Background: an optimization exercise with open tools, aiming at small area, a short achievable clock period and few clock cycles per item. Do not read the settings as production practice.
Where RTL was checked, it was by simulation tests only, not by an equivalence proof against the original.
Function not checked in runs 2 to 6: the RTL went through the layout flow alone.
Power and IR drop assume default switching activity.

$ cat flow/constraint.sdc
create_clock -name core_clock -period 8.0 [get_ports {clk}]
set_input_delay 1.6000 -clock core_clock [delete_from_list [all_inputs] [get_ports {clk}]]
set_output_delay 1.6000 -clock core_clock [all_outputs]
set_load 0.01 [all_outputs]
$ cat flow/run.sh
#!/bin/bash
# synth_recipe.tcl (not shown) runs the flow's synth.tcl, then flattens the netlist and writes it again
# the make line also repeats each setting of config.mk as NAME=value (left out here)
make -C /OpenROAD-flow-scripts/flow DESIGN_CONFIG=/design/flow/config.mk WORK_HOME=/design/flow/orfs CLKGATE_MAP_FILE= SYNTH_SCRIPT=/design/flow/synth_recipe.tcl finish
$ cat flow/design.v
package gbp_pkg;
	localparam logic [7:0] TERM_RESET = 8'd13;
	localparam logic [7:0] CH_SPACE = 8'h20;
	localparam logic [7:0] CH_MINUS = 8'h2D;
	localparam logic [7:0] CH_POINT = 8'h2E;
	localparam logic [7:0] CH_A = 8'h41;
	localparam logic [7:0] CH_F = 8'h46;
	localparam logic [7:0] CH_G = 8'h47;
	localparam logic [7:0] CH_L = 8'h4C;
	localparam logic [7:0] CH_M = 8'h4D;
	localparam logic [7:0] CH_N = 8'h4E;
	localparam logic [7:0] CH_U = 8'h55;
	localparam logic [7:0] CH_V = 8'h56;
	localparam logic [7:0] CH_W = 8'h57;
	typedef logic [3:0] kind_t;
	localparam kind_t K_NONE = 4'd0;
	localparam kind_t K_N    = 4'd1;
	localparam kind_t K_G    = 4'd2;
	localparam kind_t K_M    = 4'd3;
	localparam kind_t K_F    = 4'd4;
	localparam kind_t K_L    = 4'd5;
	localparam kind_t K_W    = 4'd6;
	localparam kind_t K_U    = 4'd7;
	localparam kind_t K_V    = 4'd8;
	localparam kind_t K_A    = 4'd9;
	function automatic kind_t kind_of(input logic [7:0] c);
		kind_t k;
		case (c)
			CH_N: k = K_N;
			CH_G: k = K_G;
			CH_M: k = K_M;
			CH_F: k = K_F;
			CH_L: k = K_L;
			CH_W: k = K_W;
			CH_U: k = K_U;
			CH_V: k = K_V;
			CH_A: k = K_A;
			default: k = K_NONE;
		endcase
		kind_of = k;
	endfunction
endpackage
module gcode_block_parser_top #(
	parameter int AXIS_WORD_CHARS = 15,
	parameter int INT_WORD_DIGITS = 4
) (
	input  logic        clk,
	input  logic        arst_n,
	input  logic        cfg_we,
	input  logic [7:0]  cfg_wdata,
	input  logic        char_valid,
	input  logic [7:0]  char_in,
	output logic        char_ready,
	output logic        block_valid,
	input  logic        block_ready,
	output logic [13:0] block_number,
	output logic [1:0]  code_letter,
	output logic [6:0]  code_number,
	output logic [13:0] feed_value,
	output logic [13:0] repeat_count,
	output logic [31:0] x_milli,
	output logic [31:0] y_milli,
	output logic [31:0] z_milli,
	output logic [31:0] a_milli
);
	localparam int MAX_LIM = (AXIS_WORD_CHARS > INT_WORD_DIGITS) ? AXIS_WORD_CHARS
		: INT_WORD_DIGITS;
	localparam int CNT_W = $clog2(MAX_LIM + 1);
	localparam logic [CNT_W-1:0] LIM_AXIS = CNT_W'(AXIS_WORD_CHARS);
	localparam logic [CNT_W-1:0] LIM_INT = CNT_W'(INT_WORD_DIGITS);
	localparam logic [CNT_W-1:0] LIM_CODE = CNT_W'(2);
	localparam bit INT_SAT = (INT_WORD_DIGITS > 4);
	localparam int AW = 36;
	logic [7:0]       term_q;
	logic             cv_q;       
	logic [7:0]       c_q;        
	logic             ct_q;       
	logic             bv_q;       
	logic             first_q;    
	logic             cr_q;       
	logic             tk_q;       
	gbp_pkg::kind_t            kind_q;
	logic             pw_q;       
	logic [CNT_W-1:0] cnt_q;
	logic             neg_q, pt_q, st_q, en_q, ovf_q;
	logic [1:0]       fd_q;
	logic [AW-1:0]    acc_q;
	logic [13:0]      f_n, f_feed, f_rep;
	logic [1:0]       f_cl;
	logic [6:0]       f_cn;
	logic [31:0]      f_x, f_y, f_z, f_a;
	assign char_ready   = cr_q;
	assign block_valid  = bv_q;
	assign block_number = f_n;
	assign code_letter  = f_cl;
	assign code_number  = f_cn;
	assign feed_value   = f_feed;
	assign repeat_count = f_rep;
	assign x_milli      = f_x;
	assign y_milli      = f_y;
	assign z_milli      = f_z;
	assign a_milli      = f_a;
	logic take, stall, proc;
	logic cv_d, ct_d;
	assign take  = char_valid && cr_q;
	assign stall = cv_q && bv_q && (!first_q || ct_q);
	assign proc  = cv_q && !stall;
	assign cv_d  = stall ? cv_q : take;
	assign ct_d  = stall ? ct_q : (char_in == term_q);
	logic [7:0] c;
	logic       digit, is_sp, is_minus, is_point;
	logic       k_int, k_nl, k_fl, k_axis, early;
	logic [CNT_W-1:0] limit, cnt_inc;
	assign c        = c_q;
	assign digit    = (c[7:4] == 4'h3) && (c[3:0] <= 4'd9);
	assign is_sp    = (c == gbp_pkg::CH_SPACE);
	assign is_minus = (c == gbp_pkg::CH_MINUS);
	assign is_point = (c == gbp_pkg::CH_POINT);
	assign k_nl     = (kind_q == gbp_pkg::K_N) || (kind_q == gbp_pkg::K_G) || (kind_q == gbp_pkg::K_M);
	assign k_fl     = (kind_q == gbp_pkg::K_F) || (kind_q == gbp_pkg::K_L);
	assign k_int    = k_nl || k_fl;
	assign k_axis   = (kind_q == gbp_pkg::K_W) || (kind_q == gbp_pkg::K_U) || (kind_q == gbp_pkg::K_V) || (kind_q == gbp_pkg::K_A);
	assign cnt_inc  = cnt_q + CNT_W'(1);
	always_comb begin
		case (kind_q)
			gbp_pkg::K_F: early = is_sp || (c == gbp_pkg::CH_N) || (c == gbp_pkg::CH_L);
			gbp_pkg::K_L: early = is_sp || (c == gbp_pkg::CH_N) || (c == gbp_pkg::CH_F);
			gbp_pkg::K_W, gbp_pkg::K_U, gbp_pkg::K_V, gbp_pkg::K_A: early = is_sp || (c == gbp_pkg::CH_N);
			default: early = 1'b0;
		endcase
	end
	always_comb begin
		case (kind_q)
			gbp_pkg::K_G, gbp_pkg::K_M: limit = LIM_CODE;
			gbp_pkg::K_W, gbp_pkg::K_U, gbp_pkg::K_V, gbp_pkg::K_A: limit = LIM_AXIS;
			default: limit = LIM_INT;
		endcase
	end
	logic word_open, absorb, open_new, wr;
	assign word_open = (kind_q != gbp_pkg::K_NONE) && !pw_q;
	assign absorb    = proc && !ct_q && word_open && !early;
	assign open_new  = proc && !ct_q && !(word_open && !early);
	assign wr        = pw_q || (proc && (kind_q != gbp_pkg::K_NONE) && (ct_q || early));
	logic add;
	logic n_neg, n_pt, n_st, n_en;
	logic [1:0] n_fd;
	always_comb begin
		add = 1'b0;
		n_neg = neg_q;
		n_pt = pt_q;
		n_st = st_q;
		n_en = en_q;
		n_fd = fd_q;
		if (k_nl) begin
			if (!en_q && !(is_sp && !st_q)) begin
				if (digit) begin
					n_st = 1'b1;
					add = 1'b1;
				end else begin
					n_en = 1'b1;
				end
			end
		end else if (k_fl) begin
			add = digit;
		end else begin
			if (!en_q) begin
				if (is_minus) begin
					if (st_q) n_en = 1'b1;
					else begin
						n_st = 1'b1;
						n_neg = 1'b1;
					end
				end else if (is_point) begin
					if (pt_q) n_en = 1'b1;
					else begin
						n_pt = 1'b1;
						n_st = 1'b1;
					end
				end else if (digit) begin
					n_st = 1'b1;
					if (!pt_q) add = 1'b1;
					else if (fd_q != 2'd3) begin
						add = 1'b1;
						n_fd = fd_q + 2'd1;
					end
				end
			end
		end
	end
	logic [13:0] bw;
	logic        mul10;
	always_comb begin
		logic [1:0] sel;
		sel = !k_axis ? 2'd3 : (!pt_q ? 2'd0 : fd_q + 2'd1);
		case (sel)
			2'd0: bw = 14'(c[3:0]) * 14'd1000;
			2'd1: bw = 14'(c[3:0]) * 14'd100;
			2'd2: bw = 14'(c[3:0]) * 14'd10;
			default: bw = 14'(c[3:0]);
		endcase
	end
	assign mul10 = !k_axis || !pt_q;
	logic [AW-1:0] acc_base, acc_sum, bw_ext;
	logic          acc_oor;
	assign bw_ext   = {{(AW-14){1'b0}}, bw};
	assign acc_base = mul10 ? ((acc_q << 3) + (acc_q << 1)) : acc_q;
	assign acc_sum  = neg_q ? (acc_base - bw_ext) : (acc_base + bw_ext);
	assign acc_oor  = (acc_q[AW-1:31] != '0) && (acc_q[AW-1:31] != '1);
	logic        sat;
	logic [31:0] axis_val;
	logic [13:0] int_val;
	assign sat      = ovf_q || acc_oor;
	assign axis_val = sat ? {neg_q, {31{!neg_q}}} : acc_q[31:0];
	assign int_val  = (INT_SAT && (sat || (acc_q[31:0] > 32'd16383))) ? 14'd16383 : acc_q[13:0];
	logic emit, bv_d, first_d;
	assign emit    = proc && ct_q;
	assign bv_d    = emit || (bv_q && !block_ready);
	assign first_d = emit;
	always_ff @(posedge clk or negedge arst_n) begin
		if (!arst_n) begin
			term_q <= gbp_pkg::TERM_RESET;
			cv_q <= 1'b0;
			bv_q <= 1'b0;
			cr_q <= 1'b1;
			tk_q <= 1'b1;
			kind_q <= gbp_pkg::K_NONE;
			pw_q <= 1'b0;
		end else begin
			if (cfg_we) term_q <= cfg_wdata;
			cv_q <= cv_d;
			bv_q <= bv_d;
			cr_q <= !(bv_d && (!first_d || (cv_d && ct_d)));
			tk_q <= bv_q && block_ready;
			if (absorb) begin
				pw_q <= (cnt_inc >= limit);
			end else if (open_new) begin
				kind_q <= gbp_pkg::kind_of(c);
				pw_q <= 1'b0;
			end else if (emit || pw_q) begin
				kind_q <= gbp_pkg::K_NONE;
				pw_q <= 1'b0;
			end
		end
	end
	always_ff @(posedge clk) begin
		if (!stall) begin
			c_q <= char_in;
		end
		ct_q <= ct_d;
		first_q <= first_d;
		if (absorb) begin
			cnt_q <= cnt_inc;
			neg_q <= n_neg;
			pt_q <= n_pt;
			st_q <= n_st;
			en_q <= n_en;
			fd_q <= n_fd;
			if (add) begin
				acc_q <= acc_sum;
				ovf_q <= ovf_q || acc_oor;
			end
		end else if (open_new) begin
			cnt_q <= '0;
			neg_q <= 1'b0;
			pt_q <= 1'b0;
			st_q <= 1'b0;
			en_q <= 1'b0;
			fd_q <= 2'd0;
			acc_q <= '0;
			ovf_q <= 1'b0;
		end
	end
	always_ff @(posedge clk) begin
		if (wr && (kind_q == gbp_pkg::K_N)) f_n <= int_val;
		else if (tk_q) f_n <= 14'd0;
		if (wr && (kind_q == gbp_pkg::K_G || kind_q == gbp_pkg::K_M)) begin
			f_cl <= (kind_q == gbp_pkg::K_G) ? 2'd1 : 2'd2;
			f_cn <= int_val[6:0];
		end else if (tk_q) begin
			f_cl <= 2'd0;
			f_cn <= 7'd0;
		end
		if (wr && (kind_q == gbp_pkg::K_F)) f_feed <= int_val;
		else if (tk_q) f_feed <= 14'd0;
		if (wr && (kind_q == gbp_pkg::K_L)) f_rep <= int_val;
		else if (tk_q) f_rep <= 14'd1;
		if (wr && (kind_q == gbp_pkg::K_W)) f_x <= axis_val;
		else if (tk_q) f_x <= 32'd0;
		if (wr && (kind_q == gbp_pkg::K_U)) f_y <= axis_val;
		else if (tk_q) f_y <= 32'd0;
		if (wr && (kind_q == gbp_pkg::K_V)) f_z <= axis_val;
		else if (tk_q) f_z <= 32'd0;
		if (wr && (kind_q == gbp_pkg::K_A)) f_a <= axis_val;
		else if (tk_q) f_a <= 32'd0;
	end
endmodule
$ cat flow/config.mk
export PLATFORM = sky130hd
export DESIGN_NAME = gcode_block_parser_top
export DESIGN_NICKNAME = gcode_block_parser_top
export VERILOG_FILES = /design/flow/design.v
export SDC_FILE = /design/flow/constraint.sdc
export NUM_CORES = 4
export LEC_CHECK = 0
export CAP_MARGIN = 20
export CORE_MARGIN = 2
export CORE_UTILIZATION = 40
export SLEW_MARGIN = 20
==> results of run 1 <==
[metrics by stage]
| stage | util | setup slack, ns | hold slack (ns) | cells |
|---|---|---|---|---|
| 6_report | 0.4960 | 1.095 | 0.5164 | 2168 |
| 5_1_grt | 0.4960 | 0.6017 | 0.5466 | 2168 |
| 4_1_cts | 0.4960 | 1.095 | 0.5248 | 2168 |
| 3_5_place_dp | 0.4719 | 1.132 | 0.5030 | 2116 |
| 3_3_place_gp | 0.4716 | 1.291 | 0.5082 | 2116 |
| 2_1_floorplan | - | 1.827 | 0.4883 | 1448 |
[worst paths after layout]
kind | start | endpoint | slack, ns
max | c_q[2]$_DFFE_PN_ | acc_q[34]$_SDFFCE_PN0P_ | 1.10
min in group asynchronous | arst_n | term_q[5]$_DFFE_PN0P_ | 1.50
max in group asynchronous | arst_n | kind_q[3]$_DFFE_PN0P_ | 6.01
min reg2reg | bv_q$_DFF_PN0_ | cr_q$_DFF_PN1_ | 0.52
min | bv_q$_DFF_PN0_ | cr_q$_DFF_PN1_ | 0.52
max reg2reg | c_q[2]$_DFFE_PN_ | acc_q[34]$_SDFFCE_PN0P_ | 1.10
[area by class of cell]
class,instances,area [sq um],share of cell area
Sequential cell,253,7498,0.4043
Multi-Input combinational cell,1091,7224,0.3895
Timing Repair Buffer,214,2110,0.1137
Clock buffer,34,744.5,0.04013
Tap cell,511,639.4,0.03447
Inverter,47,176.4,0.009511
Clock inverter,18,156.4,0.008432
[state kept, by name, summed over array words and instances (netlist names), 2 cells and up]
register / flops
f_y: 32
f_x: 32
term_q: 8
f_feed: 14
f_a: 32
f_cl: 2
kind_q: 4
f_z: 32
c_q: 8
f_rep: 14
f_cn: 7
cnt_q: 4
fd_q: 2
acc_q: 36
f_n: 14
[placed cells by master, fill, tap and decap left out, types with 35 or more instances in the layout]
master and count:
sky130_fd_sc_hd__and2_1 52, sky130_fd_sc_hd__xor2_1 35, sky130_fd_sc_hd__edfxtp_1 234, sky130_fd_sc_hd__inv_1 46, sky130_fd_sc_hd__clkdlybuf4s50_1 201, sky130_fd_sc_hd__nand2_1 92, sky130_fd_sc_hd__xnor2_1 40, sky130_fd_sc_hd__o21ai_0 63
sky130_fd_sc_hd__a21o_1 51, sky130_fd_sc_hd__a21oi_1 130, sky130_fd_sc_hd__ha_1 107, sky130_fd_sc_hd__nor2_1 222
[cells by family after synthesis]
family	after synthesis	share of synthesized area
and+or+nand+nor	513	0.1615
AOI/OAI and AO/OA	372	0.1580
DFF	253	0.4975
adders and majority gates	118	0.1034
buffers and inverters	104	0.02681
xor gates and xnor gates	75	0.04358
muxes	13	0.009297
[where the power goes]
group	internal, mW	total, mW	leakage [nW]	switching [mW]
logic	0.383	0.915	4.35	0.532
registers	1.46	1.52	2.63	0.0517
clock network	0.731	1.26	0.435	0.532
[metal layers]
metal | routed length (um) | vias to the layer above | part of all wire
li1 | - | 5654 | -
met1 | 18460 | 5478 | 0.48
met2 | 17380 | 357 | 0.45
met3 | 2210 | 51 | 0.057
met4 | 608 | 0 | 0.016
met5 | 0 | - | 0
==> results_dict.tcl, run 1 <==
set metrics [dict create \
    setup_viol 0 \
    postSynthNetCount 1587 \
    grt_antenna_before_repair 0 \
    yosys-top-cells-count "sky130_fd_sc_hd__edfxtp_1 (234), sky130_fd_sc_hd__nor2_1 (225), sky130_fd_sc_hd__a21oi_1 (131)" \
    critical_path_depth 22 \
    clock_tree.root_cell "sky130_fd_sc_hd__clkbuf_16" \
    crit_path_end_kind "flip-flop" \
    areaGrowthSynthToFinish_pct 23.06 \
    worst-setup-path-type "flip-flop to flip-flop" \
    synthesis_stage_register_bit_count 253 \
    powerDensity_nw_per_um2 199.2 \
    core_area_sq_um 37400 \
    drc_viols 0 \
    layout.cell_area.non_filler_sq_um 18550 \
    detail_route.iter0.violations 751 \
    hpwl_um 27890 \
    grt.busiest_layer "met2" \
    timing_hold_violations_final 0 \
    critPathMaxStageDelay_ns 0.67 \
    drt-vias-per-instance 5.323 \
    clock-sinks 253 \
    ant_nets 0 \
    drv_cap 0 \
    number_of_distinct_standard_cells_referenced_by_the_synthesized_netlist 72 \
    cts_tree "yes" \
    crit_path_cell_trace "fa_1, inv_1, fa_1, inv_1, ha_1, o21ai_0, o21bai_1, a21oi_1, mux2i_1, nand3_1, nor3b_4, ha_1, a21oi_1, ha_1, and4_1, a221o_1, a41oi_1, a311oi_1, a41o_1, o31a_1, nand4b_1, o311ai_0" \
    async_reset_ff_frac 0.06719 \
    netlist.top_cell.by_area "sky130_fd_sc_hd__edfxtp_1" \
    synth-edff-count 234 \
    die_height_um 198.1 \
    grt.met1_usage 0.2844 \
    antenna_cells 0 \
    postCtsResizedCells 0 \
    headroom_to_the_max_slew_limit 0.2798 \
    dieWidth_um 198.1 \
    path_type_of_the_worst_min_delay_path "flip-flop to flip-flop" \
    grt_util_met3 0.02385 \
    drt-wirelength-per-cell_um 17.83 \
    clockBufferDepth 3 \
    ys.warnings.count 1 \
    core.rowCount 71 \
    period_minus_slack_ns 6.905 \
    place_area_sq_um 17650 \
    synth-main-ff-cell "sky130_fd_sc_hd__edfxtp_1" \
    floorplan.die_area_sq_um 39250 \
    synth.yosys.seq_area_share 0.4975 \
    grt_first_pass_wirelength_um 61780 \
    initial_core_util 0.4030 \
    worst_slew_pin_slew_ns 1.078 \
    yosys.area.top_type_share 0.4662 \
    synthMostInstantiatedCell "sky130_fd_sc_hd__edfxtp_1" \
    finish.net_count 1775 \
    worstSkewPairLatency_ns 0.56 \
    cpLargestDelayFamily "compound AO/OA/AOI/OAI gates" \
    grt_setup_unrepaired "no" \
    crit_slowest_cell "sky130_fd_sc_hd__fa_1" \
    globalRouteTotalUtil 0.1980 \
    post_cts.repair.setup_buffers 0 \
    synthesis.area_sq_um 15070 \
    slew_violations 0 \
    clk_pin_slew_worst_paths_ns 0.07 \
    postSynthCellCount 1448 \
    worstPathRequired_ns 8.28 \
    critical_path_peak_fanout 11 \
    avg_synthesized_cell_area_sq_um 10.41 \
    fill_cells 3403 \
    cpMostUsedCell "sky130_fd_sc_hd__ha_1" \
    cts-buffers-inserted 29 \
    layout-drive-gt1-share 0.05794 \
    tns_ns 0 \
    netlist_top_cells_area "sky130_fd_sc_hd__edfxtp_1 (47%), sky130_fd_sc_hd__ha_1 (8.9%), sky130_fd_sc_hd__nor2_1 (5.6%)" \
    worst_ir_drop_vdd_v 0.0001515 \
    grt_start_max_net_pins 42 \
    hold_path_depth 1 \
    critPathBufInv 2 \
    max_clock_freq_ghz 0.1448 \
    finalCritPeriodShare 0.8631 \
    p_total_mw 3.695 \
    detailroute.via_count 11540 \
    met2_usage 0.3206 \
    run_status "complete, no violations" \
    wirelength_um 38660 \
    overflow 0 \
    timing.reg2reg.worst_path_depth 22 \
    gp_congestion 0.9289 \
    p_leak_nw 7.415 \
    finalClockSkew_ns 0.01907 \
    io_count 202 \
    port-buffer-count 201 \
    htree_num_levels 1 \
    worst-endpoint-arrival_ns 7.18 \
    detailedRoute.firstPassIterationCount 5 \
    ctsHoldBuffers 0 \
    first_global_vias 11370 \
    crit_path_start_kind "flip-flop" \
]
Testbench counts, summed over its fixed seeds: cycles 82,158, chars 82,147.
==> run 2: changes to the inputs <==
--- a/flow/design.v
+++ b/flow/design.v
@@ -187,24 +187,52 @@
 			end
 		end
 	end
+	logic [1:0]  wsel;
 	logic [13:0] bw;
 	logic        mul10;
+	assign wsel = !k_axis ? 2'd3 : (!pt_q ? 2'd0 : fd_q + 2'd1);
 	always_comb begin
-		logic [1:0] sel;
-		sel = !k_axis ? 2'd3 : (!pt_q ? 2'd0 : fd_q + 2'd1);
-		case (sel)
-			2'd0: bw = 14'(c[3:0]) * 14'd1000;
-			2'd1: bw = 14'(c[3:0]) * 14'd100;
-			2'd2: bw = 14'(c[3:0]) * 14'd10;
+		bw = 14'd0;
+		case ({wsel, c[3:0]})
+			{2'd0, 4'd1}: bw = 14'd1000;
+			{2'd0, 4'd2}: bw = 14'd2000;
+			{2'd0, 4'd3}: bw = 14'd3000;
+			{2'd0, 4'd4}: bw = 14'd4000;
+			{2'd0, 4'd5}: bw = 14'd5000;
+			{2'd0, 4'd6}: bw = 14'd6000;
+			{2'd0, 4'd7}: bw = 14'd7000;
+			{2'd0, 4'd8}: bw = 14'd8000;
+			{2'd0, 4'd9}: bw = 14'd9000;
+			{2'd1, 4'd1}: bw = 14'd100;
+			{2'd1, 4'd2}: bw = 14'd200;
+			{2'd1, 4'd3}: bw = 14'd300;
+			{2'd1, 4'd4}: bw = 14'd400;
+			{2'd1, 4'd5}: bw = 14'd500;
+			{2'd1, 4'd6}: bw = 14'd600;
+			{2'd1, 4'd7}: bw = 14'd700;
+			{2'd1, 4'd8}: bw = 14'd800;
+			{2'd1, 4'd9}: bw = 14'd900;
+			{2'd2, 4'd1}: bw = 14'd10;
+			{2'd2, 4'd2}: bw = 14'd20;
+			{2'd2, 4'd3}: bw = 14'd30;
+			{2'd2, 4'd4}: bw = 14'd40;
+			{2'd2, 4'd5}: bw = 14'd50;
+			{2'd2, 4'd6}: bw = 14'd60;
+			{2'd2, 4'd7}: bw = 14'd70;
+			{2'd2, 4'd8}: bw = 14'd80;
+			{2'd2, 4'd9}: bw = 14'd90;
 			default: bw = 14'(c[3:0]);
 		endcase
 	end
 	assign mul10 = !k_axis || !pt_q;
-	logic [AW-1:0] acc_base, acc_sum, bw_ext;
+	logic [AW-1:0] op1, op2, op3, csa_s, csa_c, acc_sum;
 	logic          acc_oor;
-	assign bw_ext   = {{(AW-14){1'b0}}, bw};
-	assign acc_base = mul10 ? ((acc_q << 3) + (acc_q << 1)) : acc_q;
-	assign acc_sum  = neg_q ? (acc_base - bw_ext) : (acc_base + bw_ext);
+	assign op1 = mul10 ? {acc_q[AW-4:0], 3'b000} : '0;
+	assign op2 = mul10 ? {acc_q[AW-2:0], 1'b0} : acc_q;
+	assign op3 = {{(AW-14){1'b0}}, bw} ^ {AW{neg_q}};
+	assign csa_s = op1 ^ op2 ^ op3;
+	assign csa_c = (op1 & op2) | (op1 & op3) | (op2 & op3);
+	assign acc_sum = csa_s + {csa_c[AW-2:0], neg_q};
 	assign acc_oor  = (acc_q[AW-1:31] != '0) && (acc_q[AW-1:31] != '1);
 	logic        sat;
 	logic [31:0] axis_val;
@@ -270,27 +298,35 @@
 			ovf_q <= 1'b0;
 		end
 	end
+	logic w_n, w_c, w_f, w_l, w_x, w_y, w_z, w_a;
+	logic h_n, h_c, h_f, h_l, h_x, h_y, h_z, h_a;
+	assign w_n = wr && (kind_q == gbp_pkg::K_N);
+	assign w_c = wr && (kind_q == gbp_pkg::K_G || kind_q == gbp_pkg::K_M);
+	assign w_f = wr && (kind_q == gbp_pkg::K_F);
+	assign w_l = wr && (kind_q == gbp_pkg::K_L);
+	assign w_x = wr && (kind_q == gbp_pkg::K_W);
+	assign w_y = wr && (kind_q == gbp_pkg::K_U);
+	assign w_z = wr && (kind_q == gbp_pkg::K_V);
+	assign w_a = wr && (kind_q == gbp_pkg::K_A);
+	assign h_n = !w_n && !tk_q;
+	assign h_c = !w_c && !tk_q;
+	assign h_f = !w_f && !tk_q;
+	assign h_l = !w_l && !tk_q;
+	assign h_x = !w_x && !tk_q;
+	assign h_y = !w_y && !tk_q;
+	assign h_z = !w_z && !tk_q;
+	assign h_a = !w_a && !tk_q;
+	logic [1:0] cl_val;
+	assign cl_val = (kind_q == gbp_pkg::K_G) ? 2'd1 : 2'd2;
 	always_ff @(posedge clk) begin
-		if (wr && (kind_q == gbp_pkg::K_N)) f_n <= int_val;
-		else if (tk_q) f_n <= 14'd0;
-		if (wr && (kind_q == gbp_pkg::K_G || kind_q == gbp_pkg::K_M)) begin
-			f_cl <= (kind_q == gbp_pkg::K_G) ? 2'd1 : 2'd2;
-			f_cn <= int_val[6:0];
-		end else if (tk_q) begin
-			f_cl <= 2'd0;
-			f_cn <= 7'd0;
-		end
-		if (wr && (kind_q == gbp_pkg::K_F)) f_feed <= int_val;
-		else if (tk_q) f_feed <= 14'd0;
-		if (wr && (kind_q == gbp_pkg::K_L)) f_rep <= int_val;
-		else if (tk_q) f_rep <= 14'd1;
-		if (wr && (kind_q == gbp_pkg::K_W)) f_x <= axis_val;
-		else if (tk_q) f_x <= 32'd0;
-		if (wr && (kind_q == gbp_pkg::K_U)) f_y <= axis_val;
-		else if (tk_q) f_y <= 32'd0;
-		if (wr && (kind_q == gbp_pkg::K_V)) f_z <= axis_val;
-		else if (tk_q) f_z <= 32'd0;
-		if (wr && (kind_q == gbp_pkg::K_A)) f_a <= axis_val;
-		else if (tk_q) f_a <= 32'd0;
+		f_n    <= ({14{w_n}} & int_val) | ({14{h_n}} & f_n);
+		f_cl   <= ({2{w_c}} & cl_val) | ({2{h_c}} & f_cl);
+		f_cn   <= ({7{w_c}} & int_val[6:0]) | ({7{h_c}} & f_cn);
+		f_feed <= ({14{w_f}} & int_val) | ({14{h_f}} & f_feed);
+		f_rep  <= ({14{w_l}} & int_val) | ({14{h_l}} & f_rep) | {13'd0, tk_q && !w_l};
+		f_x    <= ({32{w_x}} & axis_val) | ({32{h_x}} & f_x);
+		f_y    <= ({32{w_y}} & axis_val) | ({32{h_y}} & f_y);
+		f_z    <= ({32{w_z}} & axis_val) | ({32{h_z}} & f_z);
+		f_a    <= ({32{w_a}} & axis_val) | ({32{h_a}} & f_a);
 	end
 endmodule
--- a/flow/config.mk
+++ b/flow/config.mk
@@ -5,7 +5,9 @@
 export SDC_FILE = /design/flow/constraint.sdc
 export NUM_CORES = 4
 export LEC_CHECK = 0
+export ABC_CLOCK_PERIOD_IN_PS = 3500
 export CAP_MARGIN = 20
 export CORE_MARGIN = 2
 export CORE_UTILIZATION = 40
+export SETUP_SLACK_MARGIN = 4.5
 export SLEW_MARGIN = 20
==> run 2 against run 1 <==
  * Still clean on timing, DRC and antenna
  * Combinational power rose by 2%
  * Via count rose by 4.7%
  * Worst hold slack got worse by 0.042 ns
  * Sequential power fell by 9.9%
  * Wire length rose by 11%
  * Synthesized cell count rose by 4.3%
  * Die area fell by 7.8%
  * Worst setup slack improved by 2.5 ns
  * Critical path type unchanged
  * Critical endpoint is now acc_q[28]$_SDFFCE_PN0P_
  * Largest cell class is now multi-input gates
  * Highest routed layer unchanged
==> results_dict.tcl, run 2 <==
set metrics [dict create \
    run_status "complete, no violations" \
    core.rowCount 68 \
    netlist_top_cells_area "sky130_fd_sc_hd__dfxtp_1 (26%), sky130_fd_sc_hd__edfxtp_1 (12%), sky130_fd_sc_hd__nand3b_1 (9.1%)" \
    ctsHoldBuffers 0 \
    grt_antenna_before_repair 0 \
    die_height_um 190.2 \
    number_of_distinct_standard_cells_referenced_by_the_synthesized_netlist 80 \
    port-buffer-count 201 \
    area_occupied_by_multi_input_gates_sq_um 8030 \
    detailedRoute.firstPassIterationCount 5 \
    drt-vias-per-instance 5.548 \
    initial_core_util 0.4036 \
    layout-drive-gt1-share 0.1307 \
    detailroute.via_count 12080 \
    globalRouteTotalUtil 0.2205 \
    ys.warnings.count 1 \
    cts-buffers-inserted 28 \
    yosys.area_share.xor_xnor 0.03472 \
    wirelength_um 43040 \
    crit_path_cell_trace "buf_4, nor2_1, nor2b_1, o21ai_0, xnor2_1, ha_1, ha_1, fa_1, a21o_1, a221o_2, a21oi_4, o211ai_1, a21oi_2, xor2_1, nor2_1" \
    path_type_of_the_worst_min_delay_path "flip-flop to flip-flop" \
    yosys-top-cells-count "sky130_fd_sc_hd__o21ai_0 (185), sky130_fd_sc_hd__dfxtp_1 (181), sky130_fd_sc_hd__nand3b_1 (169)" \
    detail_route.iter0.violations 888 \
    drv_cap 0 \
    drc_viols 0 \
    synth.yosys.seq_area_share 0.4113 \
    htree_num_levels 1 \
    finalCritPeriodShare 0.5566 \
    gp_congestion 0.8811 \
    async_reset_ff_frac 0.06719 \
    clk_pin_slew_worst_paths_ns 0.06 \
    drt-wirelength-per-cell_um 19.77 \
    critical_path_peak_fanout 30 \
    synth_top_family_by_area "simple AND/OR/NAND/NOR gates" \
    largest_register "acc_q" \
    synthMostInstantiatedCell "sky130_fd_sc_hd__o21ai_0" \
    postSynthCellCount 1510 \
    synthesis.area_sq_um 13870 \
    finish.utilization 0.5260 \
    antenna_cells 0 \
    timing_hold_violations_final 0 \
    synth-compound-area-share 0.1902 \
    synth-edff-count 55 \
    cts_tree "yes" \
    max_clock_freq_ghz 0.2246 \
    ant_nets 0 \
    floorplan.die_area_sq_um 36190 \
    powerDensity_nw_per_um2 200.5 \
    fill_cells 3195 \
    p_total_mw 3.624 \
    synthesis_stage_register_bit_count 253 \
    crit_path_start_kind "flip-flop" \
    hold_path_depth 2 \
    clock_tree.root_cell "sky130_fd_sc_hd__clkbuf_16" \
    slew_violations 0 \
    avg_synthesized_cell_area_sq_um 9.188 \
    grt_first_pass_wirelength_um 63780 \
    overflow 0 \
    yosys.area.top_type_share 0.2612 \
    yosys.area_share.simple 0.2069 \
    p_leak_nw 6.853 \
    finalClockSkew_ns 0.01122 \
    largest_reg_flops 36 \
    layout_setup_ws_ns 3.547 \
    hpwl_um 27880 \
    clock-sinks 253 \
    core_area_sq_um 34370 \
    layout.area.seq_sq_um 5714 \
    setup_viol 0 \
    worst_ir_drop_vdd_v 0.0001724 \
    grt_start_max_net_pins 120 \
    mostFrequentLayoutCell "sky130_fd_sc_hd__clkdlybuf4s50_1" \
    synth-main-ff-cell "sky130_fd_sc_hd__dfxtp_1" \
    critPathMaxStageDelay_ns 0.48 \
    io_count 202 \
    synth_mux_area_frac 0.01091 \
    period_minus_slack_ns 4.453 \
    postSynthNetCount 1608 \
    worst-endpoint-arrival_ns 4.72 \
    worst-setup-path-type "flip-flop to flip-flop" \
    worstPathRequired_ns 8.27 \
    netlist.top_cell.by_area "sky130_fd_sc_hd__dfxtp_1" \
    finish.net_count 1799 \
    place_ws_ns 2.669 \
    dp_cells 2071 \
    crit_path_end_kind "flip-flop" \
    areaGrowthSynthToFinish_pct 30.30 \
    synth_adder_area_share 0.08729 \
    grt_setup_unrepaired "yes" \
    timing.reg2reg.worst_path_depth 15 \
    tns_ns 0 \
    finish.cell_count_without_fillers 2177 \
    worstSkewPairLatency_ns 0.54 \
    headroom_to_the_max_slew_limit 0.3533 \
    dieWidth_um 190.2 \
    worst_slew_pin_slew_ns 0.9700 \
    crit_slowest_cell "sky130_fd_sc_hd__fa_1" \
    clockBufferDepth 3 \
    mostFrequentLayoutCells "sky130_fd_sc_hd__clkdlybuf4s50_1 (201), sky130_fd_sc_hd__dfxtp_1 (181), sky130_fd_sc_hd__o21ai_0 (175), sky130_fd_sc_hd__nand3b_1 (169), sky130_fd_sc_hd__nand2_1 (84)" \
    first_global_vias 11200 \
]
## run 2: cell types whose count changed after synthesis, moves of 58 or more
| cell | delta |
|---|---|
| sky130_fd_sc_hd__nor2_1 | -143 |
| sky130_fd_sc_hd__edfxtp_1 | -179 |
| sky130_fd_sc_hd__dfxtp_1 | +179 |
| sky130_fd_sc_hd__ha_1 | -63 |
| sky130_fd_sc_hd__o21ai_1 | +59 |
| sky130_fd_sc_hd__o21ai_0 | +122 |
| sky130_fd_sc_hd__a21oi_1 | -58 |
| sky130_fd_sc_hd__nand3b_1 | +166 |
## run 2: where the power goes
| part | switching (mW) | internal (mW) | total (mW) |
|---|---|---|---|
| combinational | 0.554 | 0.382 | 0.935 |
| clock | 0.528 | 0.793 | 1.32 |
| sequential | 0.0300 | 1.34 | 1.37 |
| total | 1.11 | 2.51 | 3.62 |
## run 2: logic make-up (layout without fill, tap and decap cells)
group | count (synthesis) | in the layout
adders and majority gates | 77 | 77
muxes | 14 | 14
and+or+nand+nor | 476 | 481
AOI/OAI and AO/OA | 450 | 451
buffers and inverters | 185 | 391
DFF | 253 | 253
xor gates and xnor gates | 55 | 55
## run 2: timing repair
action | CTS | global route
buffers inserted | 33 | 16
resized for setup | 42 | 50
endpoints found under the setup margin | 163 | 154
gates cloned | 2 | 4
pin swaps | 30 | 37
## run 2: area by class of cell
cell class	count	area share
tap	455	0.03149
timing repair buffer	258	0.1385
clock inverter	11	0.006160
multi-input combinational	1078	0.4442
clock buffer	40	0.04644
sequential	253	0.3161
inverter	82	0.01716
## run 2: critical path, delay by kind of cell, from the launching register on
kind / cells / cell delay (ns)
buffers and inverters: 1 / 0.33
xor gates and xnor gates: 2 / 0.35
and+or+nand+nor: 3 / 0.68
AOI/OAI and AO/OA: 6 / 1.48
DFF: 1 / 0.32
adders and majority gates: 3 / 1.01
## run 2: stage by stage
stage | hold slack, ns | cell area [sq um]
after floorplan | 0.4637 | 14150
after global placement | 0.4559 | 16260
after detailed placement | 0.4661 | 16260
after CTS | 0.4759 | 17660
after global routing | 0.4914 | 18080
final | 0.4740 | 18080
## run 2: routing by layer
layer,vias up,global-route usage,share of wire
met5,-,0,0
met2,399,0.3565,0.45
met4,0,0.03995,0.020
met1,5858,0.3181,0.46
li1,5756,-,-
met3,66,0.02871,0.068
## run 2: final timing paths
path	start	to	slack (ns)
min	f_cn[5]$_DFF_P_	f_cn[5]$_DFF_P_	0.47
max	c_q[1]$_DFFE_PN_	acc_q[28]$_SDFFCE_PN0P_	3.55
max reg2reg	c_q[1]$_DFFE_PN_	acc_q[28]$_SDFFCE_PN0P_	3.55
min reg2reg	f_cn[5]$_DFF_P_	f_cn[5]$_DFF_P_	0.47
max in group asynchronous	arst_n	kind_q[3]$_DFFE_PN0P_	5.93
min in group asynchronous	arst_n	term_q[6]$_DFFE_PN0P_	1.53
==> run 3: changes to the inputs <==
--- a/flow/config.mk
+++ b/flow/config.mk
@@ -5,9 +5,7 @@
 export SDC_FILE = /design/flow/constraint.sdc
 export NUM_CORES = 4
 export LEC_CHECK = 0
-export ABC_CLOCK_PERIOD_IN_PS = 3500
 export CAP_MARGIN = 20
 export CORE_MARGIN = 2
 export CORE_UTILIZATION = 40
-export SETUP_SLACK_MARGIN = 4.5
 export SLEW_MARGIN = 20
==> run 3 against run 2 <==
  * Non-clock buffer count fell by 49
  * Clock skew fell by 0.0030 ns
  * Worst hold slack got worse by 0.0029 ns
  * Via count fell by 4.5%
  * Sequential cell count did not move
  * Critical path type unchanged
==> results_dict.tcl, run 3 <==
set metrics [dict create \
    cpLargestDelayFamily "compound AO/OA/AOI/OAI gates" \
    clockBufferDepth 3 \
    ys.warnings.count 1 \
    p_leak_nw 6.438 \
    detail_route.iter0.violations 784 \
    postCtsResizedCells 0 \
    gp_congestion 0.8776 \
    powerDensity_nw_per_um2 200.5 \
    postSynthNetCount 1608 \
    clock-sinks 253 \
    grt_setup_unrepaired "no" \
    critPathBufInv 1 \
    yosys-top-cells-count "sky130_fd_sc_hd__o21ai_0 (185), sky130_fd_sc_hd__dfxtp_1 (181), sky130_fd_sc_hd__nand3b_1 (169)" \
    synth-main-ff-cell "sky130_fd_sc_hd__dfxtp_1" \
    slew_violations 0 \
    max_clock_freq_ghz 0.1786 \
    critical_path_peak_fanout 23 \
    layout-drive-gt1-share 0.05156 \
    postSynthCellCount 1510 \
    crit_path_cell_trace "and3b_1, o21a_1, buf_4, nand3_1, o21a_1, o211ai_1, xnor2_1, fa_1, ha_1, and3_1, a221o_1, a21oi_1, o211ai_1, a21oi_1, o21ai_0, mux2i_1" \
    headroom_to_the_max_slew_limit 0.3253 \
    synth.yosys.seq_area_share 0.4113 \
    io_count 202 \
    drc_viols 0 \
    detailroute.via_count 11540 \
    crit_path_end_kind "flip-flop" \
    worstPathRequired_ns 8.29 \
    grt_first_pass_wirelength_um 61660 \
    mostFrequentLayoutCells "sky130_fd_sc_hd__clkdlybuf4s50_1 (201), sky130_fd_sc_hd__o21ai_0 (185), sky130_fd_sc_hd__dfxtp_1 (181), sky130_fd_sc_hd__nand3b_1 (169), sky130_fd_sc_hd__nand2_1 (86)" \
    cts-buffers-inserted 28 \
    cts_tree "yes" \
    drv_cap 0 \
    core_area_sq_um 34370 \
    avg_synthesized_cell_area_sq_um 9.188 \
    netlist_top_cells_area "sky130_fd_sc_hd__dfxtp_1 (26%), sky130_fd_sc_hd__edfxtp_1 (12%), sky130_fd_sc_hd__nand3b_1 (9.1%)" \
    globalRouteTotalUtil 0.2118 \
    worstSkewPairLatency_ns 0.54 \
    grt_antenna_before_repair 0 \
    post_cts.repair.setup_buffers 0 \
    period_minus_slack_ns 5.598 \
    crit_path_start_kind "flip-flop" \
    clock_tree.root_cell "sky130_fd_sc_hd__clkbuf_16" \
    wirelength_um 39110 \
    mostFrequentLayoutCell "sky130_fd_sc_hd__clkdlybuf4s50_1" \
    run_status "complete, no violations" \
    synthesis_stage_register_bit_count 253 \
    grt_start_max_net_pins 132 \
    crit_slowest_cell "sky130_fd_sc_hd__o21a_1" \
    drt-wirelength-per-cell_um 18.42 \
    floorplan.die_area_sq_um 36190 \
    initial_core_util 0.4036 \
    number_of_distinct_standard_cells_referenced_by_the_synthesized_netlist 80 \
    yosys.area.top_type_share 0.2612 \
    worst_slew_pin_slew_ns 1.012 \
    timing_hold_violations_final 0 \
    synth-edff-count 55 \
    detailedRoute.firstPassIterationCount 5 \
    setup_viol 0 \
    overflow 0 \
    dieWidth_um 190.2 \
    whs_ns 0.4711 \
    worst_ir_drop_vdd_v 0.0001578 \
    netlist.top_cell.by_area "sky130_fd_sc_hd__dfxtp_1" \
    largest_reg_flops 36 \
    htree_num_levels 1 \
    place_ws_ns 2.403 \
    ctsHoldBuffers 0 \
    die_height_um 190.2 \
    worst-setup-path-type "flip-flop to flip-flop" \
    areaGrowthSynthToFinish_pct 22.12 \
    worst-endpoint-arrival_ns 5.88 \
    largest_register "acc_q" \
    ant_nets 0 \
    layout.cell_area.non_filler_sq_um 16940 \
    critPathMaxStageDelay_ns 0.61 \
    synthMostInstantiatedCell "sky130_fd_sc_hd__o21ai_0" \
    drt-vias-per-instance 5.435 \
    synthesis.area_sq_um 13870 \
    hpwl_um 27970 \
    clk_pin_slew_worst_paths_ns 0.06 \
    antenna_cells 0 \
    port-buffer-count 201 \
    core.rowCount 68 \
    place_area_sq_um 16020 \
    first_global_vias 11010 \
    path_type_of_the_worst_min_delay_path "flip-flop to flip-flop" \
    finalClockSkew_ns 0.008272 \
    finalCritPeriodShare 0.6997 \
    tns_ns 0 \
    layout_setup_ws_ns 2.402 \
    async_reset_ff_frac 0.06719 \
    fill_cells 3293 \
    finish.net_count 1744 \
]
-- run 3: cell types whose count changed in the layout (fill, tap and decap cells not counted), sizes merged --
| cell | before | now |
|---|---|---|
| clkbuf | 40 | 42 |
| buf | 57 | 8 |
| nand3 | 29 | 27 |
| nand3b | 171 | 170 |
| o2bb2ai | 4 | 3 |
| clkinv | 8 | 7 |
| nand4b | 6 | 4 |
| inv | 83 | 84 |
| bufinv | 2 | 1 |
-- run 3: through the flow --
step	total power, mW	util	std cells
4_1_cts	3.424	0.4924	2122
6_report	3.397	0.4929	2123
5_1_grt	3.576	0.4929	2123
3_3_place_gp	2.152	0.4660	2070
2_1_floorplan	1.958	-	1510
3_5_place_dp	2.155	0.4661	2070
-- run 3: cells by family (layout without fill, tap and decap cells) --
| group | Yosys count | after routing | share of synthesized area |
|---|---|---|---|
| adders and majority gates | 77 | 77 | 0.08729 |
| buffers and inverters | 185 | 343 | 0.05871 |
| AOI/OAI and AO/OA | 450 | 450 | 0.1902 |
| and+or+nand+nor | 476 | 476 | 0.2069 |
| xor gates and xnor gates | 55 | 55 | 0.03472 |
| DFF | 253 | 253 | 0.4113 |
| muxes | 14 | 14 | 0.01091 |
-- run 3: routing by layer --
layer | wire length [um] | GRT usage
met1 | 18920 | 0.3101
met2 | 17400 | 0.3373
met3 | 2164 | 0.02466
met4 | 620 | 0.04293
met5 | 0 | 0
-- run 3: area by class of cell --
class / instances / area [sq um] / share of cell area
Multi-Input combinational cell: 1072 / 7371 / 0.4350
Sequential cell: 253 / 5710 / 0.3370
Timing Repair Buffer: 209 / 2085 / 0.1230
Clock buffer: 42 / 814.5 / 0.04807
Tap cell: 455 / 569.3 / 0.03360
Inverter: 82 / 307.8 / 0.01817
Clock inverter: 10 / 86.33 / 0.005095
-- run 3: tightest hold or removal path, delay by kind of cell (launching register included) --
| kind | cells | cell delay [ns] |
|---|---|---|
| AO/OA/AOI/OAI | 1 | 0.05 |
| flip-flops | 1 | 0.32 |
| AND/OR/NAND/NOR | 1 | 0.06 |
-- run 3: path summary, 6_finish.rpt --
path | start | end | slack [ns] | cells past startpoint
worst min-delay path | f_cn[4]$_DFF_P_ | f_cn[4]$_DFF_P_ | 0.47 | 2
worst max register to register | kind_q[1]$_DFFE_PN0P_ | acc_q[32]$_SDFFCE_PN0P_ | 2.40 | 16
min in group asynchronous | arst_n | bv_q$_DFF_PN0_ | 1.53 | 1
worst min register to register | f_cn[4]$_DFF_P_ | f_cn[4]$_DFF_P_ | 0.47 | 2
worst max-delay path | kind_q[1]$_DFFE_PN0P_ | acc_q[32]$_SDFFCE_PN0P_ | 2.40 | 16
max in group asynchronous | arst_n | kind_q[3]$_DFFE_PN0P_ | 5.96 | 1
-- run 3: where the power goes --
group	switching, mW	internal [mW]
Clock	0.525	0.736
Sequential	0.0398	1.34
Combinational	0.469	0.290
Total	1.03	2.36
==> run 4: changes to the inputs <==
--- a/flow/design.v
+++ b/flow/design.v
@@ -84,6 +84,8 @@
 	logic [CNT_W-1:0] cnt_q;
 	logic             neg_q, pt_q, st_q, en_q, ovf_q;
 	logic [1:0]       fd_q;
+	logic             mul10_q;    
+	logic [1:0]       wsel_q;     
 	logic [AW-1:0]    acc_q;
 	logic [13:0]      f_n, f_feed, f_rep;
 	logic [1:0]       f_cl;
@@ -190,7 +192,7 @@
 	logic [1:0]  wsel;
 	logic [13:0] bw;
 	logic        mul10;
-	assign wsel = !k_axis ? 2'd3 : (!pt_q ? 2'd0 : fd_q + 2'd1);
+	assign wsel = wsel_q;
 	always_comb begin
 		bw = 14'd0;
 		case ({wsel, c[3:0]})
@@ -224,7 +226,12 @@
 			default: bw = 14'(c[3:0]);
 		endcase
 	end
-	assign mul10 = !k_axis || !pt_q;
+	assign mul10 = mul10_q;
+	logic       o_axis;
+	logic [1:0] n_wsel;
+	assign o_axis = (gbp_pkg::kind_of(c) == gbp_pkg::K_W) || (gbp_pkg::kind_of(c) == gbp_pkg::K_U)
+		|| (gbp_pkg::kind_of(c) == gbp_pkg::K_V) || (gbp_pkg::kind_of(c) == gbp_pkg::K_A);
+	assign n_wsel = !k_axis ? 2'd3 : (!n_pt ? 2'd0 : n_fd + 2'd1);
 	logic [AW-1:0] op1, op2, op3, csa_s, csa_c, acc_sum;
 	logic          acc_oor;
 	assign op1 = mul10 ? {acc_q[AW-4:0], 3'b000} : '0;
@@ -283,6 +290,8 @@
 			st_q <= n_st;
 			en_q <= n_en;
 			fd_q <= n_fd;
+			mul10_q <= !(k_axis && n_pt);
+			wsel_q <= n_wsel;
 			if (add) begin
 				acc_q <= acc_sum;
 				ovf_q <= ovf_q || acc_oor;
@@ -294,6 +303,8 @@
 			st_q <= 1'b0;
 			en_q <= 1'b0;
 			fd_q <= 2'd0;
+			mul10_q <= 1'b1;
+			wsel_q <= o_axis ? 2'd0 : 2'd3;
 			acc_q <= '0;
 			ovf_q <= 1'b0;
 		end
--- a/flow/config.mk
+++ b/flow/config.mk
@@ -8,4 +8,5 @@
 export CAP_MARGIN = 20
 export CORE_MARGIN = 2
 export CORE_UTILIZATION = 40
+export SETUP_SLACK_MARGIN = 4.5
 export SLEW_MARGIN = 20
==> run 4 against run 3 <==
  * Critical path depth grew 2
  * Clock power is 15% higher
  * Via count grew 0.29%
  * First-iteration DRC count increased by 0.26%
  * Worst setup slack gained 1.3 ns
  * Non-clock buffer count rose by 74
  * Design area rose by 7.7%
  * Die area is 2.2% lower
  * Sequential cell count increased by 3
  * Clock-buffer cell count is 1 lower
  * Maximum frequency grew 30%
  * Combinational power rose by 4.9%
  * Critical path type unchanged
  * Critical endpoint is now acc_q[24]$_SDFFCE_PN0P_
  * Largest cell class unchanged
  * Highest routed layer unchanged
==> results_dict.tcl, run 4 <==
set metrics [dict create \
    run_status "complete, no violations" \
    number_of_distinct_standard_cells_referenced_by_the_synthesized_netlist 68 \
    critical_path_peak_fanout 7 \
    largest_reg_flops 36 \
    period_minus_slack_ns 4.299 \
    hold_path_depth 2 \
    worst_slew_pin_slew_ns 0.8966 \
    reg2reg_slack_ns 3.70 \
    mostFrequentLayoutCell "sky130_fd_sc_hd__clkdlybuf4s50_1" \
    cts-buffers-inserted 30 \
    detailroute.via_count 11570 \
    finish.cell_count_without_fillers 2146 \
    clockBufferDepth 3 \
    powerDensity_nw_per_um2 198.3 \
    detail_route.iter0.violations 786 \
    finalCritPeriodShare 0.5374 \
    worstPathRequired_ns 8.31 \
    floorplan.die_area_sq_um 35380 \
    p_leak_nw 6.986 \
    areaGrowthSynthToFinish_pct 34.55 \
    initial_core_util 0.4053 \
    met1_length_um 18590 \
    drc_viols 0 \
    antenna_cells 0 \
    wirelength_um 38830 \
    worst-endpoint-arrival_ns 4.60 \
    detailedRoute.firstPassIterationCount 5 \
    clock-sinks 256 \
    postSynthNetCount 1549 \
    finalClockSkew_ns 0.01214 \
    port-buffer-count 201 \
    die_height_um 188.1 \
    io_count 202 \
    max_clock_freq_ghz 0.2326 \
    crit_path_start_kind "flip-flop" \
    worst-setup-path-type "flip-flop to flip-flop" \
    synthesis.area_sq_um 13560 \
    setup_viol 0 \
    hpwl_um 25890 \
    yosys-top-cells-count "sky130_fd_sc_hd__dfxtp_1 (181), sky130_fd_sc_hd__nand3b_1 (167), sky130_fd_sc_hd__o21ai_0 (153)" \
    ys.warnings.count 1 \
    drt-vias-per-instance 5.392 \
    async_reset_ff_frac 0.06641 \
    synth-edff-count 58 \
    drv_cap 0 \
    place_area_sq_um 16000 \
    finish.net_count 1771 \
    overflow 0 \
    core_area_sq_um 33450 \
    mostFrequentLayoutCells "sky130_fd_sc_hd__clkdlybuf4s50_1 (201), sky130_fd_sc_hd__dfxtp_1 (181), sky130_fd_sc_hd__nand3b_1 (167), sky130_fd_sc_hd__o21ai_0 (138), sky130_fd_sc_hd__o21ai_1 (82)" \
    first_global_vias 10960 \
    timing.reg2reg.worst_path_depth 18 \
    layout-drive-gt1-share 0.1614 \
    layout.cell_area.non_filler_sq_um 18240 \
    cts_tree "yes" \
    yosys.area.top_type_share 0.2673 \
    htree_num_levels 1 \
    ctsHoldBuffers 0 \
    synth-main-ff-cell "sky130_fd_sc_hd__dfxtp_1" \
    avg_synthesized_cell_area_sq_um 9.337 \
    tns_ns 0 \
    ant_nets 0 \
    dieWidth_um 188.1 \
    grt_start_max_net_pins 114 \
    worst_ir_drop_vdd_v 0.0001653 \
    netlist_top_cells_area "sky130_fd_sc_hd__dfxtp_1 (27%), sky130_fd_sc_hd__edfxtp_1 (13%), sky130_fd_sc_hd__nand3b_1 (9.2%)" \
    grt_setup_unrepaired "yes" \
    grt_antenna_before_repair 0 \
    clk_pin_slew_worst_paths_ns 0.06 \
    clock_tree.root_cell "sky130_fd_sc_hd__clkbuf_16" \
    headroom_to_the_max_slew_limit 0.4023 \
    synthMostInstantiatedCell "sky130_fd_sc_hd__dfxtp_1" \
    path_type_of_the_worst_min_delay_path "flip-flop to flip-flop" \
    netlist.top_cell.by_area "sky130_fd_sc_hd__dfxtp_1" \
    drt-wirelength-per-cell_um 18.10 \
    globalRouteTotalUtil 0.2112 \
    largest_register "acc_q" \
    met2_length_um 17310 \
    core.rowCount 67 \
    dp_cells 2022 \
    dr_wl_met3_um 2014 \
    crit_path_end_kind "flip-flop" \
    finish.utilization 0.5454 \
    grt_first_pass_wirelength_um 61010 \
    postSynthCellCount 1452 \
    synth.yosys.seq_area_share 0.4276 \
    top_layer "met4" \
    timing_hold_violations_final 0 \
    gp_congestion 0.8645 \
    slew_violations 0 \
    worstSkewPairLatency_ns 0.58 \
    synthesis_stage_register_bit_count 256 \
]
-- run 4: changes by cell type after synthesis, sizes merged, moves of 5 or more --
cell	before	now
nand3	27	9
o21ai	245	231
nand2b	19	38
and2	16	25
buf	39	27
a31oi	7	12
a21o	27	49
inv	82	51
o21a	12	7
a21oi	73	79
a21boi	24	10
-- run 4: timing repair --
item,in CTS,in global routing
endpoints found under the hold margin,0,0
pin swaps,65,32
resized for setup,93,51
setup buffers,52,16
endpoints found under the setup margin,34,84
-- run 4: critical path, cell delays in order (launching register included) --
cell,delay [ns]
sky130_fd_sc_hd__edfxtp_1,0.35
sky130_fd_sc_hd__buf_6,0.15
sky130_fd_sc_hd__buf_6,0.13
sky130_fd_sc_hd__buf_4,0.13
sky130_fd_sc_hd__nand2_1,0.11
sky130_fd_sc_hd__a211o_1,0.32
sky130_fd_sc_hd__a21boi_2,0.17
sky130_fd_sc_hd__xnor2_2,0.13
sky130_fd_sc_hd__fa_1,0.55
sky130_fd_sc_hd__inv_1,0.08
sky130_fd_sc_hd__ha_4,0.30
sky130_fd_sc_hd__nand4_1,0.24
sky130_fd_sc_hd__nor3_2,0.24
sky130_fd_sc_hd__a21oi_2,0.10
sky130_fd_sc_hd__a21o_1,0.24
sky130_fd_sc_hd__o211ai_1,0.35
sky130_fd_sc_hd__a21o_1,0.24
sky130_fd_sc_hd__nand2_1,0.06
sky130_fd_sc_hd__nor3b_1,0.14
-- run 4: logic make-up (layout without fill, tap and decap cells) --
family	after synthesis	after routing	share of synthesized area
buffers and inverters	144	390	0.04808
AND/OR/NAND/NOR	472	472	0.2033
flip-flops	256	256	0.4276
AO/OA/AOI/OAI	437	437	0.1872
adder cells (fa/ha/maj)	76	76	0.08841
XOR/XNOR	55	55	0.03553
multiplexers	12	12	0.009875
-- run 4: worst paths after layout --
kind / start / end
max in group asynchronous: arst_n / cv_q$_DFF_PN0_
min reg2reg: ct_q$_DFF_P_ / first_q$_DFF_P_
min in group asynchronous: arst_n / term_q[6]$_DFFE_PN0P_
min: ct_q$_DFF_P_ / first_q$_DFF_P_
max reg2reg: c_q[2]$_DFFE_PN_ / acc_q[24]$_SDFFCE_PN0P_
max: c_q[2]$_DFFE_PN_ / acc_q[24]$_SDFFCE_PN0P_
-- run 4: area by class of cell --
cell class	count	area (sq um)
clock buffers	41	915.9
clock inverters	15	165.2
fillers	2946	15210
inverters	51	191.4
multi-input cells	1052	7859
flip-flops and latches	256	5801
well taps	448	560.5
repair buffers	283	2750
-- run 4: routing by layer --
layer	track usage	vias to the layer above
met4	0.05391	0
met2	0.3324	333
met1	0.3082	5560
met3	0.02396	68
met5	0	-
li1	-	5610
-- run 4: report_power, final --
| group | total, mW | leakage (nW) | switching, mW | internal (mW) |
|---|---|---|---|---|
| sequential | 1.38 | 2.25 | 0.0267 | 1.35 |
| clock | 1.45 | 0.540 | 0.575 | 0.872 |
| combinational | 0.795 | 4.19 | 0.437 | 0.358 |
-- run 4: stage by stage --
stage / power, mW / hold WS, ns / setup WS (ns)
after floorplan: 1.852 / 0.4405 / 3.458
after global routing: 3.774 / 0.4920 / 3.575
after global placement: 1.991 / 0.4591 / 3.249
after CTS: 3.553 / 0.4723 / 3.834
final: 3.618 / 0.4752 / 3.701
after detailed placement: 1.995 / 0.4629 / 3.183
==> run 5: changes to the inputs <==
--- a/flow/config.mk
+++ b/flow/config.mk
@@ -5,6 +5,7 @@
 export SDC_FILE = /design/flow/constraint.sdc
 export NUM_CORES = 4
 export LEC_CHECK = 0
+export ABC_AREA = 1
 export CAP_MARGIN = 20
 export CORE_MARGIN = 2
 export CORE_UTILIZATION = 40
==> run 5 against run 4 <==
  * Critical endpoint is now kind_q[0]$_DFFE_PN0P_
  * Final cell count is 17% higher
  * Clock skew is 0.013 ns higher
  * Clock-buffer cell count stayed put
  * Non-clock buffer count is 13 higher
  * Maximum frequency is 14% higher
==> results_dict.tcl, run 5 <==
set metrics [dict create \
    detailroute.via_count 13240 \
    number_of_distinct_standard_cells_referenced_by_the_synthesized_netlist 44 \
    synthMostInstantiatedCell "sky130_fd_sc_hd__nand2_1" \
    powerDensity_nw_per_um2 354.0 \
    hpwl_um 30990 \
    grt_setup_unrepaired "yes" \
    htree_num_levels 1 \
    ctsHoldBuffers 0 \
    drt-wirelength-per-cell_um 17.55 \
    period_minus_slack_ns 3.775 \
    layout_setup_ws_ns 4.225 \
    crit_path_start_kind "flip-flop" \
    finalClockSkew_ns 0.02465 \
    synth-main-ff-cell "sky130_fd_sc_hd__dfxtp_1" \
    ys.warnings.count 1 \
    max_clock_freq_ghz 0.2649 \
    core_area_sq_um 34460 \
    setup_viol 0 \
    ant_nets 0 \
    switching_share 0.4506 \
    grt_first_pass_wirelength_um 68820 \
    drv_cap 0 \
    grt_start_max_net_pins 97 \
    dieWidth_um 190.6 \
    drc_viols 0 \
    die_height_um 190.6 \
    initial_core_util 0.4044 \
    port-buffer-count 201 \
    worst-setup-path-type "flip-flop to flip-flop" \
    clockBufferDepth 3 \
    areaGrowthSynthToFinish_pct 36.38 \
    reg2reg_slack_ns 4.23 \
    mostFrequentLayoutCells "sky130_fd_sc_hd__nand2_1 (214), sky130_fd_sc_hd__nand3_1 (207), sky130_fd_sc_hd__clkdlybuf4s50_1 (201), sky130_fd_sc_hd__inv_1 (193), sky130_fd_sc_hd__dfxtp_1 (181)" \
    run_status "complete, no violations" \
    netlist.top_cell.by_area "sky130_fd_sc_hd__dfxtp_1" \
    antenna_cells 0 \
    synthesis_stage_register_bit_count 256 \
    cts_tree "yes" \
    finalCritPeriodShare 0.4719 \
    globalRouteTotalUtil 0.2367 \
    headroom_to_the_max_slew_limit 0.3399 \
    worst_slew_pin_slew_ns 0.9902 \
    gp_congestion 0.9013 \
    path_type_of_the_worst_min_delay_path "flip-flop to flip-flop" \
    cts-buffers-inserted 29 \
    clk_pin_slew_worst_paths_ns 0.06 \
    io_count 202 \
    synthesis.area_sq_um 13930 \
    async_reset_ff_frac 0.06641 \
    avg_synthesized_cell_area_sq_um 7.837 \
    postSynthCellCount 1778 \
    largest_register "acc_q" \
    place_ws_ns 3.769 \
    yosys-top-cells-count "sky130_fd_sc_hd__nand2_1 (290), sky130_fd_sc_hd__nand3_1 (227), sky130_fd_sc_hd__inv_1 (213)" \
    yosys.area.top_type_share 0.2601 \
    timing_hold_violations_final 0 \
    worst-endpoint-arrival_ns 4.22 \
    worstPathRequired_ns 8.45 \
    finish.net_count 2130 \
    postSynthNetCount 1875 \
    worstSkewPairLatency_ns 0.56 \
    crit_path_end_kind "flip-flop" \
    sequential_power_share 0.236 \
    overflow 0 \
    p_leak_nw 8.199 \
    wirelength_um 44050 \
    floorplan.die_area_sq_um 36340 \
    tns_ns 0 \
    detailedRoute.firstPassIterationCount 5 \
    combinationalPowerShare 0.565 \
    mostFrequentLayoutCell "sky130_fd_sc_hd__nand2_1" \
    grt_antenna_before_repair 0 \
    switchingPower_mw 3.032 \
    netlist_top_cells_area "sky130_fd_sc_hd__dfxtp_1 (26%), sky130_fd_sc_hd__edfxtp_1 (13%), sky130_fd_sc_hd__nand3_1 (8.2%)" \
    clock-sinks 256 \
    drt-vias-per-instance 5.276 \
    slew_violations 0 \
    first_global_vias 12490 \
    clock_tree.root_cell "sky130_fd_sc_hd__clkbuf_16" \
    cpMostUsedCell "sky130_fd_sc_hd__buf_4" \
    clock_power_share 0.199 \
    critPathMaxStageDelay_ns 0.41 \
    cellInternalPower_mw 3.696 \
    synth.yosys.seq_area_share 0.4160 \
    whs_ns 0.4770 \
    synth-edff-count 58 \
    detail_route.iter0.violations 1008 \
    largest_reg_flops 36 \
    layout-drive-gt1-share 0.1961 \
    worst_ir_drop_vdd_v 0.0001967 \
    crit_slowest_cell "sky130_fd_sc_hd__edfxtp_1" \
    critical_path_peak_fanout 4 \
    core.rowCount 68 \
]
## run 5: worst paths after layout
check / from / end / depth (start not counted)
worst max-delay path: c_q[1]$_DFFE_PN_ / kind_q[0]$_DFFE_PN0P_ / 28
worst min-delay path: f_y[27]$_DFF_P_ / f_y[27]$_DFF_P_ / 2
worst max register to register: c_q[1]$_DFFE_PN_ / kind_q[0]$_DFFE_PN0P_ / 28
worst min register to register: f_y[27]$_DFF_P_ / f_y[27]$_DFF_P_ / 2
max in group asynchronous: arst_n / term_q[7]$_DFFE_PN0P_ / 1
min in group asynchronous: arst_n / term_q[5]$_DFFE_PN0P_ / 1
## run 5: kinds of logic (layout without fill, tap and decap cells)
kind of cell	after synthesis	count (layout)	synth area share
buffers and inverters	293	570	0.09429
multiplexers	9	9	0.007184
AND/OR/NAND/NOR	725	725	0.2313
adder cells (fa/ha/maj)	76	76	0.08603
XOR/XNOR	33	33	0.02074
flip-flops	256	256	0.4160
AO/OA/AOI/OAI	386	386	0.1444
## run 5: worst max-delay path: cells and delay by family, from the launching register on
family / cells / cell delay (ns)
DFF: 1 / 0.41
AOI/OAI and AO/OA: 4 / 0.47
buffers and inverters: 22 / 2.58
and+or+nand+nor: 2 / 0.21
## run 5: cell type report
type                    count  area [sq um]
multi-input cells        1229          8024
clock buffers              41         875.8
clock inverters            12         95.09
repair buffers            296          2803
well taps                 455         569.3
fillers                  3192         15460
inverters                 221         838.3
flip-flops and latches    256          5797
## run 5: layer usage
| layer | track usage | share of wire | vias to the layer above |
|---|---|---|---|
| li1 | - | - | 6461 |
| met1 | 0.3434 | 0.47 | 6257 |
| met2 | 0.3786 | 0.45 | 451 |
| met3 | 0.02392 | 0.058 | 75 |
| met4 | 0.05754 | 0.022 | 0 |
| met5 | 0 | 0 | - |
## run 5: repair_timing
item | in CTS | in global routing
resized for setup | 190 | 64
endpoints found under the setup margin | 34 | 34
setup buffers | 79 | 10
pin swaps | 76 | 63
## run 5: metrics by stage
step                      cell area (sq um)  std cells  utilization  power, mW
after floorplan                       14250       1778            -      3.771
after global placement                16370       2368       0.4749      4.640
after detailed placement              16370       2368       0.4750      4.660
after CTS                             18660       2500       0.5414      6.526
after global routing                  19000       2510       0.5515      7.179
final                                 19000       2510       0.5515      6.728
## run 5: power groups by stage
| stage | clock (mW) | sequential [mW] | combinational (mW) |
|---|---|---|---|
| 2_1_floorplan | 0 | 1.62 | 2.15 |
| 3_3_place_gp | 0 | 1.61 | 3.02 |
| 3_5_place_dp | 0 | 1.62 | 3.04 |
| 4_1_cts | 1.36 | 1.58 | 3.58 |
| 5_1_grt | 1.42 | 1.60 | 4.16 |
| 6_report | 1.34 | 1.58 | 3.80 |
==> run 6: changes to the inputs <==
--- a/flow/config.mk
+++ b/flow/config.mk
@@ -5,9 +5,8 @@
 export SDC_FILE = /design/flow/constraint.sdc
 export NUM_CORES = 4
 export LEC_CHECK = 0
-export ABC_AREA = 1
 export CAP_MARGIN = 20
 export CORE_MARGIN = 2
 export CORE_UTILIZATION = 40
-export SETUP_SLACK_MARGIN = 4.5
+export SETUP_SLACK_MARGIN = 5
 export SLEW_MARGIN = 20
==> run 6 against run 5 <==
  * Still clean
  * Sequential share of layout area fell by 0.56 points
  * Via count is 6.2% lower
  * Maximum frequency is 11% lower
  * Critical path type unchanged
  * Critical endpoint is now acc_q[27]$_SDFFCE_PN0P_
==> results_dict.tcl, run 6 <==
set metrics [dict create \
    max_clock_freq_ghz 0.2345 \
    finalClockSkew_ns 0.01210 \
    clock_power_share 0.385 \
    cts-buffers-inserted 29 \
    htree_num_levels 1 \
    slew_violations 0 \
    overflow 0 \
    place_area_sq_um 16010 \
    grt_start_max_net_pins 132 \
    floorplan.die_area_sq_um 35380 \
    fill_cells 2877 \
    grt_setup_unrepaired "yes" \
    finish.net_count 1828 \
    synth-edff-count 58 \
    finalCritPeriodShare 0.5331 \
    wirelength_um 47180 \
    hpwl_um 25870 \
    antenna_cells 0 \
    areaGrowthSynthToFinish_pct 42.85 \
    layout_setup_ws_ns 3.736 \
    port-buffer-count 201 \
    detailedRoute.firstPassIterationCount 5 \
    initial_core_util 0.4053 \
    cpMostUsedCell "sky130_fd_sc_hd__buf_6" \
    core_area_sq_um 33450 \
    timing_hold_violations_final 0 \
    yosys.area.top_type_share 0.2673 \
    netlist_top_cells_area "sky130_fd_sc_hd__dfxtp_1 (27%), sky130_fd_sc_hd__edfxtp_1 (13%), sky130_fd_sc_hd__nand3b_1 (9.2%)" \
    globalRouteTotalUtil 0.2349 \
    synth-main-ff-cell "sky130_fd_sc_hd__dfxtp_1" \
    run_status "complete, no violations" \
    worst-setup-path-type "flip-flop to flip-flop" \
    worst_ir_drop_vdd_v 0.0001504 \
    detail_route.iter0.violations 1132 \
]
==> run 6: changes by cell type after synthesis, sizes merged, moves of 45 or more <==
cell	before	now
nand3	229	9
a21o	2	49
nor2	140	84
o21ai	276	231
inv	220	51
nand3b	0	168
nand2	306	82
==> run 6: cells by family (layout without fill, tap and decap cells) <==
group | after synthesis | after routing | synth area share
simple gates | 472 | 478 | 0.2033
compound gates | 437 | 437 | 0.1872
flops | 256 | 256 | 0.4276
buf+inv | 144 | 440 | 0.04808
fa+ha+maj | 76 | 76 | 0.08841
xor+xnor | 55 | 55 | 0.03553
mux | 12 | 12 | 0.009875
==> run 6: area by class of cell <==
type | instances | area (sq um) | area share
Timing Repair Buffer | 335 | 3643 | 0.1881
Sequential cell | 256 | 5801 | 0.2995
Clock buffer | 39 | 855.8 | 0.04419
Clock inverter | 15 | 123.9 | 0.006396
Tap cell | 448 | 560.5 | 0.02894
Multi-Input combinational cell | 1058 | 8188 | 0.4228
Inverter | 51 | 195.2 | 0.01008
==> run 6: path summary, 6_finish.rpt <==
| kind | start | slack (ns) | end | depth (start not counted) |
|---|---|---|---|---|
| setup / recovery | wsel_q[0]$_DFFE_PP_ | 3.74 | acc_q[27]$_SDFFCE_PN0P_ | 20 |
| hold / removal | bv_q$_DFF_PN0_ | 0.46 | cr_q$_DFF_PN1_ | 1 |
| setup reg to reg | wsel_q[0]$_DFFE_PP_ | 3.74 | acc_q[27]$_SDFFCE_PN0P_ | 20 |
| hold reg to reg | bv_q$_DFF_PN0_ | 0.46 | cr_q$_DFF_PN1_ | 1 |
| max in group asynchronous | arst_n | 6.02 | kind_q[0]$_DFFE_PN0P_ | 1 |
| min in group asynchronous | arst_n | 1.50 | term_q[6]$_DFFE_PN0P_ | 1 |
==> run 6: power groups by stage <==
stage | Combinational [mW] | Sequential [mW] | Clock (mW)
floorplan | 0.460 | 1.40 | 0
global placement | 0.586 | 1.41 | 0
detailed placement | 0.589 | 1.41 | 0
CTS | 0.697 | 1.37 | 1.37
global route | 0.857 | 1.38 | 1.43
finish | 0.791 | 1.38 | 1.36
==> run 6: worst reg2reg max path, delay by kind of cell, from the launching register on <==
family                     cells  cell delay, ns
DFF                            1            0.49
xor gates and xnor gates       2            0.38
adders and majority gates      2            0.79
and+or+nand+nor                8            1.17
AOI/OAI and AO/OA              5            0.85
buffers and inverters          3            0.36
==> run 6: per-layer routing <==
metal	routed length, um	GRT usage	vias up	share of wire
met5	0	0	-	0
met4	1128	0.04876	0	0.024
met3	2884	0.02676	81	0.061
met2	21820	0.3738	451	0.46
met1	21340	0.3435	6119	0.45
li1	-	-	5774	-
==> run 6: what timing repair did <==
| item | 4_1_cts | 5_1_grt |
|---|---|---|
| pin swaps | 59 | 156 |
| hold buffers | 0 | 0 |
| gates cloned | 16 | 22 |
| setup endpoints to repair | 438 | 250 |
| buffers inserted | 67 | 21 |
| gates resized for setup | 305 | 225 |
==> run 6: stage by stage <==
stage	util	hold WS, ns	instances	power (mW)
2_1_floorplan	-	0.4405	1452	1.856
3_3_place_gp	0.4785	0.4593	2022	1.995
3_5_place_dp	0.4785	0.4624	2022	1.999
4_1_cts	0.5451	0.4699	2159	3.442
5_1_grt	0.5790	0.4840	2202	3.661
6_report	0.5790	0.4604	2202	3.525
